This design comes from an exercise in tuning for small area, a short achievable clock period and few clock cycles per item on the open sky130 flow, not from production work. The RTL was checked by simulation tests, not by an equivalence proof against the original design. Power figures rest on the tool's default switching activity, not on a simulated workload.

===== design/flow/config.mk =====
export PLATFORM = sky130hd
export DESIGN_NAME = cix32_core
export DESIGN_NICKNAME = cix32_core
export VERILOG_FILES = /design/flow/design.v
export SDC_FILE = /design/flow/constraint.sdc
export NUM_CORES = 4
export LEC_CHECK = 0
export CAP_MARGIN = 20
export CORE_MARGIN = 2
export CORE_UTILIZATION = 40
export PLACE_DENSITY = 0.6
export SLEW_MARGIN = 20

===== design/flow/constraint.sdc =====
create_clock -name core_clock -period 10.0 [get_ports {clk}]
set_input_delay 2.0000 -clock core_clock [delete_from_list [all_inputs] [get_ports {clk}]]
set_output_delay 2.0000 -clock core_clock [all_outputs]
set_load 0.01 [all_outputs]

===== design/flow/design.v =====
package cix_isa_pkg;
    localparam logic [7:0] op_nop     = 8'h90;
    localparam logic [7:0] op_mov_imm = 8'hB8;
    localparam logic [7:0] op_add     = 8'h01;
    localparam logic [7:0] op_jmp     = 8'hEB;
    localparam logic [7:0] op_hlt     = 8'hF4;
    localparam int opc_msb = 7;
    localparam int opc_lsb = 0;
    localparam int dst_msb = 10;
    localparam int dst_lsb = 8;
    localparam int src_msb = 13;
    localparam int src_lsb = 11;
    localparam int imm_msb = 31;    
    localparam int imm_lsb = 8;
    localparam int ofs_msb = 15;    
    localparam int ofs_lsb = 8;
    localparam int flag_cf = 0;
    localparam int flag_zf = 6;
    localparam int flag_sf = 7;
    localparam int flag_of = 11;
    localparam logic [31:0] flags_reset = 32'h0000_0202;
    localparam logic [2:0]  esp_index   = 3'd4;
    localparam logic [31:0] esp_reset   = 32'h0000_1000;
    localparam logic [31:0] pc_step     = 32'd4;
endpackage
package cix_core_pkg;
    localparam int word_w    = 32;
    localparam int num_gpr   = 8;
    localparam int reg_idx_w = 3;
    typedef logic [word_w-1:0] word_t;
    typedef logic [reg_idx_w-1:0] reg_idx_t;
    typedef logic [num_gpr-1:0][word_w-1:0] gpr_array_t;
    typedef enum logic [2:0] {
        op_kind_nop,
        op_kind_mov,
        op_kind_add,
        op_kind_jmp,
        op_kind_hlt
    } op_kind_t;
    typedef struct packed {
        op_kind_t kind;
        reg_idx_t dst;
        reg_idx_t src;
        word_t    imm;      
    } decoded_op_t;
    typedef struct packed {
        logic     reg_we;
        reg_idx_t dst;
        word_t    value;
        logic     flags_we;
        logic     cf;
        logic     zf;
        logic     sf;
        logic     of;
        logic     jump;
        word_t    target;
        logic     halt;
    } exec_result_t;
endpackage
`timescale 1ns/100ps
module cix_fetch (
    input  logic                clk,
    input  logic                rst_n,
    input  cix_core_pkg::word_t pc,
    input  logic                retire_done,
    input  logic                halted,
    input  cix_core_pkg::word_t mem_rdata,
    input  logic                mem_ready,
    output cix_core_pkg::word_t mem_addr,
    output logic                mem_re,
    output cix_core_pkg::word_t instr,
    output logic                fetch_valid
);
    typedef enum logic [1:0] {
        st_boot,     
        st_req,      
        st_wait      
    } fetch_state_t;
    fetch_state_t state;
    wire accept = mem_re && mem_ready;
    always_ff @(posedge clk or negedge rst_n) begin
        if (!rst_n) begin
            state       <= st_boot;
            mem_re      <= 1'b0;
            mem_addr    <= '0;
            fetch_valid <= 1'b0;
        end else begin
            fetch_valid <= 1'b0;
            case (state)
                st_boot: begin
                    mem_re   <= 1'b1;
                    mem_addr <= pc;
                    state    <= st_req;
                end
                st_req: begin
                    if (accept) begin
                        mem_re      <= 1'b0;
                        fetch_valid <= 1'b1;
                        state       <= st_wait;
                    end
                end
                default: begin
                    if (retire_done && !halted) begin
                        mem_re   <= 1'b1;
                        mem_addr <= pc;
                        state    <= st_req;
                    end
                end
            endcase
        end
    end
    always_ff @(posedge clk) begin
        if (accept) begin
            instr <= mem_rdata;
        end
    end
endmodule
`timescale 1ns/100ps
module cix_decode (
    input  logic                      clk,
    input  logic                      rst_n,
    input  cix_core_pkg::word_t       instr,
    input  logic                      fetch_valid,
    output cix_core_pkg::decoded_op_t dec_op,
    output logic                      dec_valid
);
    cix_core_pkg::decoded_op_t next_op;
    logic [7:0]                opcode;
    logic [7:0]                offset;
    assign opcode = instr[cix_isa_pkg::opc_msb:cix_isa_pkg::opc_lsb];
    assign offset = instr[cix_isa_pkg::ofs_msb:cix_isa_pkg::ofs_lsb];
    always_comb begin
        next_op     = '0;
        next_op.dst = instr[cix_isa_pkg::dst_msb:cix_isa_pkg::dst_lsb];
        next_op.src = instr[cix_isa_pkg::src_msb:cix_isa_pkg::src_lsb];
        next_op.imm = cix_core_pkg::word_t'(instr[cix_isa_pkg::imm_msb:cix_isa_pkg::imm_lsb]);
        case (opcode)
            cix_isa_pkg::op_mov_imm: next_op.kind = cix_core_pkg::op_kind_mov;
            cix_isa_pkg::op_add:     next_op.kind = cix_core_pkg::op_kind_add;
            cix_isa_pkg::op_jmp: begin
                next_op.kind = cix_core_pkg::op_kind_jmp;
                next_op.imm  = {{(cix_core_pkg::word_w - 8){offset[7]}}, offset};
            end
            cix_isa_pkg::op_hlt:     next_op.kind = cix_core_pkg::op_kind_hlt;
            default:                 next_op.kind = cix_core_pkg::op_kind_nop;
        endcase
    end
    always_ff @(posedge clk or negedge rst_n) begin
        if (!rst_n) begin
            dec_valid <= 1'b0;
        end else begin
            dec_valid <= fetch_valid;
        end
    end
    always_ff @(posedge clk) begin
        if (fetch_valid) begin
            dec_op <= next_op;
        end
    end
endmodule
`timescale 1ns/100ps
module cix_execute (
    input  logic                       clk,
    input  logic                       rst_n,
    input  cix_core_pkg::decoded_op_t  dec_op,
    input  logic                       dec_valid,
    input  cix_core_pkg::gpr_array_t   regs,
    input  cix_core_pkg::word_t        pc,
    output cix_core_pkg::exec_result_t exe_res,
    output logic                       exe_valid
);
    localparam int msb = cix_core_pkg::word_w - 1;
    cix_core_pkg::word_t        opnd_a;
    cix_core_pkg::word_t        opnd_b;
    logic [msb+1:0]             sum_ext;      
    cix_core_pkg::exec_result_t next_res;
    logic [cix_core_pkg::num_gpr*cix_core_pkg::word_w-1:0] regs_flat;
    assign regs_flat = regs;
    assign opnd_a  = regs_flat[dec_op.dst*cix_core_pkg::word_w +: cix_core_pkg::word_w];
    assign opnd_b  = regs_flat[dec_op.src*cix_core_pkg::word_w +: cix_core_pkg::word_w];
    assign sum_ext = {1'b0, opnd_a} + {1'b0, opnd_b};
    always_comb begin
        next_res        = '0;
        next_res.dst    = dec_op.dst;
        next_res.target = pc + dec_op.imm;
        case (dec_op.kind)
            cix_core_pkg::op_kind_mov: begin
                next_res.reg_we = 1'b1;
                next_res.value  = dec_op.imm;
            end
            cix_core_pkg::op_kind_add: begin
                next_res.reg_we   = 1'b1;
                next_res.value    = sum_ext[msb:0];
                next_res.flags_we = 1'b1;
                next_res.cf       = sum_ext[msb+1];
                next_res.zf       = (sum_ext[msb:0] == '0);
                next_res.sf       = sum_ext[msb];
                next_res.of       = (opnd_a[msb] == opnd_b[msb]) &&
                                    (sum_ext[msb] != opnd_a[msb]);
            end
            cix_core_pkg::op_kind_jmp: next_res.jump = 1'b1;
            cix_core_pkg::op_kind_hlt: next_res.halt = 1'b1;
            default: ;                                           
        endcase
    end
    always_ff @(posedge clk or negedge rst_n) begin
        if (!rst_n) begin
            exe_valid <= 1'b0;
        end else begin
            exe_valid <= dec_valid;
        end
    end
    always_ff @(posedge clk) begin
        if (dec_valid) begin
            exe_res <= next_res;
        end
    end
endmodule
`timescale 1ns/100ps
module cix_retire (
    input  logic                       clk,
    input  logic                       rst_n,
    input  cix_core_pkg::exec_result_t exe_res,
    input  logic                       exe_valid,
    output cix_core_pkg::gpr_array_t   regs,
    output cix_core_pkg::word_t        flags,
    output cix_core_pkg::word_t        pc,
    output logic                       halted,
    output logic                       retire_done
);
    localparam int ww = cix_core_pkg::word_w;
    logic [cix_core_pkg::num_gpr*ww-1:0] regs_q;
    assign regs = regs_q;
    always_ff @(posedge clk or negedge rst_n) begin
        if (!rst_n) begin
            regs_q                                  <= '0;
            regs_q[cix_isa_pkg::esp_index*ww +: ww] <= cix_isa_pkg::esp_reset;
            flags                        <= cix_isa_pkg::flags_reset;
            pc                           <= '0;
            halted                       <= 1'b0;
            retire_done                  <= 1'b0;
        end else begin
            retire_done <= exe_valid;
            if (exe_valid) begin
                if (exe_res.reg_we) begin
                    regs_q[exe_res.dst*ww +: ww] <= exe_res.value;
                end
                if (exe_res.flags_we) begin
                    flags[cix_isa_pkg::flag_cf] <= exe_res.cf;
                    flags[cix_isa_pkg::flag_zf] <= exe_res.zf;
                    flags[cix_isa_pkg::flag_sf] <= exe_res.sf;
                    flags[cix_isa_pkg::flag_of] <= exe_res.of;
                end
                if (exe_res.jump) begin
                    pc <= exe_res.target;
                end else begin
                    pc <= pc + cix_isa_pkg::pc_step;
                end
                if (exe_res.halt) begin
                    halted <= 1'b1;                          
                end
            end
        end
    end
endmodule
`timescale 1ns/100ps
module cix32_core (
    input  logic                     clk,
    input  logic                     rst_n,
    input  cix_core_pkg::word_t      mem_rdata,
    input  logic                     mem_ready,
    output cix_core_pkg::word_t      mem_addr,
    output logic                     mem_re,
    output cix_core_pkg::word_t      pc_out,
    output cix_core_pkg::gpr_array_t regs_out,
    output cix_core_pkg::word_t      flags_out,
    output logic                     halted
);
    cix_core_pkg::word_t        instr;
    logic                       fetch_valid;
    cix_core_pkg::decoded_op_t  dec_op;
    logic                       dec_valid;
    cix_core_pkg::exec_result_t exe_res;
    logic                       exe_valid;
    logic                       retire_done;
    cix_fetch u_fetch (
        .clk         (clk),
        .rst_n       (rst_n),
        .pc          (pc_out),
        .retire_done (retire_done),
        .halted      (halted),
        .mem_rdata   (mem_rdata),
        .mem_ready   (mem_ready),
        .mem_addr    (mem_addr),
        .mem_re      (mem_re),
        .instr       (instr),
        .fetch_valid (fetch_valid)
    );
    cix_decode u_decode (
        .clk         (clk),
        .rst_n       (rst_n),
        .instr       (instr),
        .fetch_valid (fetch_valid),
        .dec_op      (dec_op),
        .dec_valid   (dec_valid)
    );
    cix_execute u_execute (
        .clk         (clk),
        .rst_n       (rst_n),
        .dec_op      (dec_op),
        .dec_valid   (dec_valid),
        .regs        (regs_out),
        .pc          (pc_out),
        .exe_res     (exe_res),
        .exe_valid   (exe_valid)
    );
    cix_retire u_retire (
        .clk         (clk),
        .rst_n       (rst_n),
        .exe_res     (exe_res),
        .exe_valid   (exe_valid),
        .regs        (regs_out),
        .flags       (flags_out),
        .pc          (pc_out),
        .halted      (halted),
        .retire_done (retire_done)
    );
endmodule

===== design/flow/run.sh =====
#!/bin/bash
# synth_recipe.tcl (not shown) runs the flow's synth.tcl, then flattens the netlist and writes it again
# the make line also repeats each setting of config.mk as NAME=value (left out here)
make -C /OpenROAD-flow-scripts/flow DESIGN_CONFIG=/design/flow/config.mk WORK_HOME=/design/flow/orfs CLKGATE_MAP_FILE= SYNTH_SCRIPT=/design/flow/synth_recipe.tcl finish

==> summary.md <==
| Metric | Value |
|---|---|
| Power density over the cells | `195 nW/um2` |
| Met1 Wirelength | `33.0 mm` |
| Highest Signal Layer | `met4` |
| I/O pin count | `389` |
| Share of cells above drive strength 1 | `17.4%` |
| Hold Crit Depth | `0` |
| Final Cycle Share | `62.1%` |
| CP Class | `flip-flop to flip-flop` |
| Commonest non-fill, non-tap cells in the layout | `359 x clkdlybuf4s50_1, 328 x dfrtp_1, 289 x a22o_1, 135 x edfxtp_1, 128 x mux4_2` |
| Final antenna-violating net count | `0` |
| Final setup viols | `0` |
| Critical Path Max Stage Delay | `0.74 ns` |
| Met2 WL | `38.1 mm` |
| Wirelength, routed | `80.6 mm` |
| PnR worst setup slack | `3.79 ns` |
| Commonest non-fill, non-tap cell in the layout | `clkdlybuf4s50_1` |
| Tmin final | `6.21 ns` |
| Wire length on met3 | `7.34 mm` |
| Final hold viol count | `0` |
| Die outline width | `250 um` |
| Setup_tns | `0 ns` |
| Register share of total power | `42.7%` |
| Synth Cell Area | `24,300 um2` |
| Yosys cell types | `76` |
| Number of fill cells | `5,199` |
| CP max FO | `26` |
| Die area | `62,600 um2` |
| Port Buffers | `360` |
| Critical Path Source | `u_decode.dec_op[32]` |
| Relative slew slack | `32.4%` |
| Total GRT Usage | `25.4%` |
| Status | `timing/DRC/antenna clean` |
| FMAX | `0.161 GHz` |
| CP max stage cell | `edfxtp_1` |
| Largest family of logic cells by synthesized area | `compound AO/OA/AOI/OAI gates` |
| Worst Min Path Start | `u_fetch.instr[8]` |
| # nets final | `2,297` |
| FF-to-FF Start | `u_decode.dec_op[32]` |
| Flop-to-flop setup slack | `3.79 ns` |
| Worst vdd ir | `0.190 mV` |
| Worst Max-Slew Pin Slew | `1.01 ns` |
| Power Total | `0.00593 W` |
| Routability cong. | `0.949` |
| Ys flop type | `dfrtp_1` |
| CP required | `10.40 ns` |
| CTS HTree Levels | `2` |
| CTS Buf Count | `53` |
| Area growth, synth to finish | `25.2%` |
| Via count | `18,233` |
| RSZ-0062 raised after global routing | `false` |
| Syn. warnings | `4` |
| Worst setup EP type | `flip-flop` |
| Post-CTS resize count | `0` |
| Largest net degree at the start of global routing | `102` |
| WL per Instance | `26.7 um` |
| Post-synth EDFFs | `135` |
| Max Cap Viol | `0` |
| Syn avg cell area | `12.9 um2` |
| DRT iter0 DRCs | `1,525` |
| Post-Synth XOR/XNOR Area | `2.13%` |
| Setup Buffers After CTS | `0` |
| Residual DRC | `0` |
| Cells after Synth | `1,876` |
| FF-to-FF path depth | `16` |
| DR vias/cell | `6.05` |
| Synth Area in Adders | `3.67%` |
| Register area share after synthesis | `50.9%` |
| Antenna violations before repair | `1` |
| Post-synthesis mux area share | `16.6%` |
| Sink Count | `466` |
| Switching power share of the total | `29.7%` |
| Logic pwr share | `24.9%` |
| Final max-slew violation count | `0` |
| Hold crit path type | `flip-flop to flip-flop` |
| Synth Area in Compound Gates | `17.0%` |
| Worst skew pair latency | `0.60 ns` |
| CTS Buffer Depth | `3` |
| Clock power share | `32.4%` |
| Core footprint | `60,100 um2` |
| Ys async rst share | `71.0%` |
| FP Rows | `90` |
| Critical path cell sequence | `buf_4 -> buf_4 -> mux4_2 -> mux2_2 -> ha_1 -> nand2_2 -> nor2_1 -> a2111oi_0 -> o21bai_1 -> or2_1 -> o211a_1 -> or4_1 -> or4_1 -> nor4_2 -> nand4_1 -> nor4_1` |
| Post-synthesis register bit count | `466` |
| Post-DP HPWL | `55.4 mm` |
| Root Driver | `clkbuf_16` |
| CP arrival | `6.61 ns` |
| CP Launch Type | `flip-flop` |
| Cell-internal power | `0.00417 W` |
| Global-route wire length before repair | `120 mm` |
| DIE HEIGHT | `250 um` |
| Clock slew at the register clock pins of the worst setup and hold paths | `0.06 ns` |
| Setup WS pre-CTS | `3.38 ns` |
| Simple-gate area share of the yosys netlist | `6.19%` |
| End of the worst hold path | `u_decode.dec_op[35]` |
| DRT Pass-1 Iters | `6` |
| Static Leak | `12.8 nW` |
| Sw Pwr | `0.00176 W` |
| Final clock skew | `0.0171 ns` |
| Number of global-route vias before repair | `18,310` |
| Grt ovf | `0` |
| FF-to-FF End | `u_execute.exe_res[36]` |
| TritonCTS clock tree | `yes` |
| Initial Util | `40.3%` |
| Hold buffer count at CTS | `0` |
-- per-stage QoR --
stage | utilization (%) | instances | cell area (um2) | hold WS (ns)
after CTS | 50.4 | 3011 | 30300 | 0.426
after global placement | 47.5 | 2915 | 28600 | 0.407
final | 50.5 | 3015 | 30400 | 0.411
after global routing | 50.5 | 3014 | 30400 | 0.431
after detailed placement | 47.6 | 2916 | 28600 | 0.413
after floorplan | - | 1902 | 24400 | 0.352
-- worst max path at each step --
stage | to | slack (ns) | cells after the start
after floorplan | u_execute.exe_res[36] | 4.53 | 18
after global placement | u_execute.exe_res[36] | 3.55 | 16
after detailed placement | u_execute.exe_res[36] | 3.38 | 16
after CTS | u_execute.exe_res[36] | 3.39 | 16
after global routing | u_execute.exe_res[36] | 3.42 | 16
final | u_execute.exe_res[36] | 3.79 | 16
-- critical path: cells and delay by family, from the launching register on --
family	cells	cell delay, ns
AOI/OAI and AO/OA	3	0.71
adders and majority gates	1	0.36
DFF	1	0.74
buffers and inverters	2	1.10
muxes	2	0.84
and+or+nand+nor	8	2.21
-- sequential cells by signal, indices dropped and copies added (netlist names), 2 cells and up --
signal,flops
u_execute.exe_res,75
u_retire.flags,4
u_fetch.instr,32
u_fetch.state,2
u_retire.pc,32
u_decode.dec_op,28
u_fetch.mem_addr,32
u_retire.regs_q,256
-- cell type report --
cell class                 instances  area (um2)  area share (%)
tap                              782         978            3.22
clock inverter                    24         201           0.663
multi-input combinational       1240       11200            37.0
sequential                       466       12300            40.6
timing repair buffer             406        4020            13.2
inverter                          25        93.8           0.309
clock buffer                      71        1500            4.93
antenna                            1        2.50         0.00824
-- cells in the mapped netlist (13+ instances only) --
master	instances	area (um2)
dfrtp_1	330	8260
a22o_1	289	2530
edfxtp_1	135	4050
mux4_2	128	2880
nand2_1	110	413
mux2_2	100	1130
clkbuf_1	94	353
a21oi_1	82	410
ha_1	68	851
o21ai_0	63	315
nor2_1	57	214
buf_1	49	184
xnor2_1	40	350
a21o_1	28	210
buf_4	28	210
inv_1	24	90.1
nand3_1	24	120
xor2_1	19	166
nor3_1	16	80.1
and3_1	15	93.8
o22ai_1	14	87.6
nand2b_1	13	81.3
-- power groups by stage --
stage | clock network (W) | logic (W) | registers [W]
floorplan | 0 | 0.000761 | 0.00255
finish | 0.00192 | 0.00148 | 0.00253
global route | 0.00203 | 0.00160 | 0.00257
detailed placement | 0 | 0.00147 | 0.00257
CTS | 0.00196 | 0.00148 | 0.00254
global placement | 0 | 0.00145 | 0.00256
-- routing by layer --
layer | vias up | global-route usage (%)
li1 | 7920 | -
met1 | 9389 | 33.4
met2 | 784 | 40.8
met3 | 140 | 7.21
met4 | 0 | 7.94
met5 | - | 0
-- kinds of logic after synthesis --
logic type,count (synthesis)
XOR/XNOR,59
buffers and inverters,196
adder cells (fa/ha/maj),70
multiplexers,231
flip-flops,466
AND/OR/NAND/NOR,305
other,2
AO/OA/AOI/OAI,547
Testbench counts, summed over its fixed seeds: cycles 47,112, instructions 9,400.

-- afterwards: timing with drivers on the ports --
How much do the figures lean on ideal ports? The routed layout below was timed once more, with nothing changed but the port constraints.
Step 1 sets driving cells, clkbuf_16 on the clock port and buf_2 on the other inputs (assumed; they add their load-dependent delay and slew).
Step 2, shift: input delay + t, output delay - t, t = (earliest + latest rising clock arrival at the registers) / 2. This alone moves slack from input paths to output paths.
a / b / c = ideal ports / drivers / drivers and shift; a / b = the first two.
t (ns): 0.653
slack for setup (ns): 3.790 / 3.790 / 3.790
hold slack, ns: 0.411 / 0.411 / 0.411
worst register clock-pin slew, ns: 0.06 / 0.06
pins driven straight from the clock port: 1
After both steps this run still meets setup and hold. For this run, drivers alone change the setup slack by 0.000 ns; drivers and shift together by 0.000 ns.
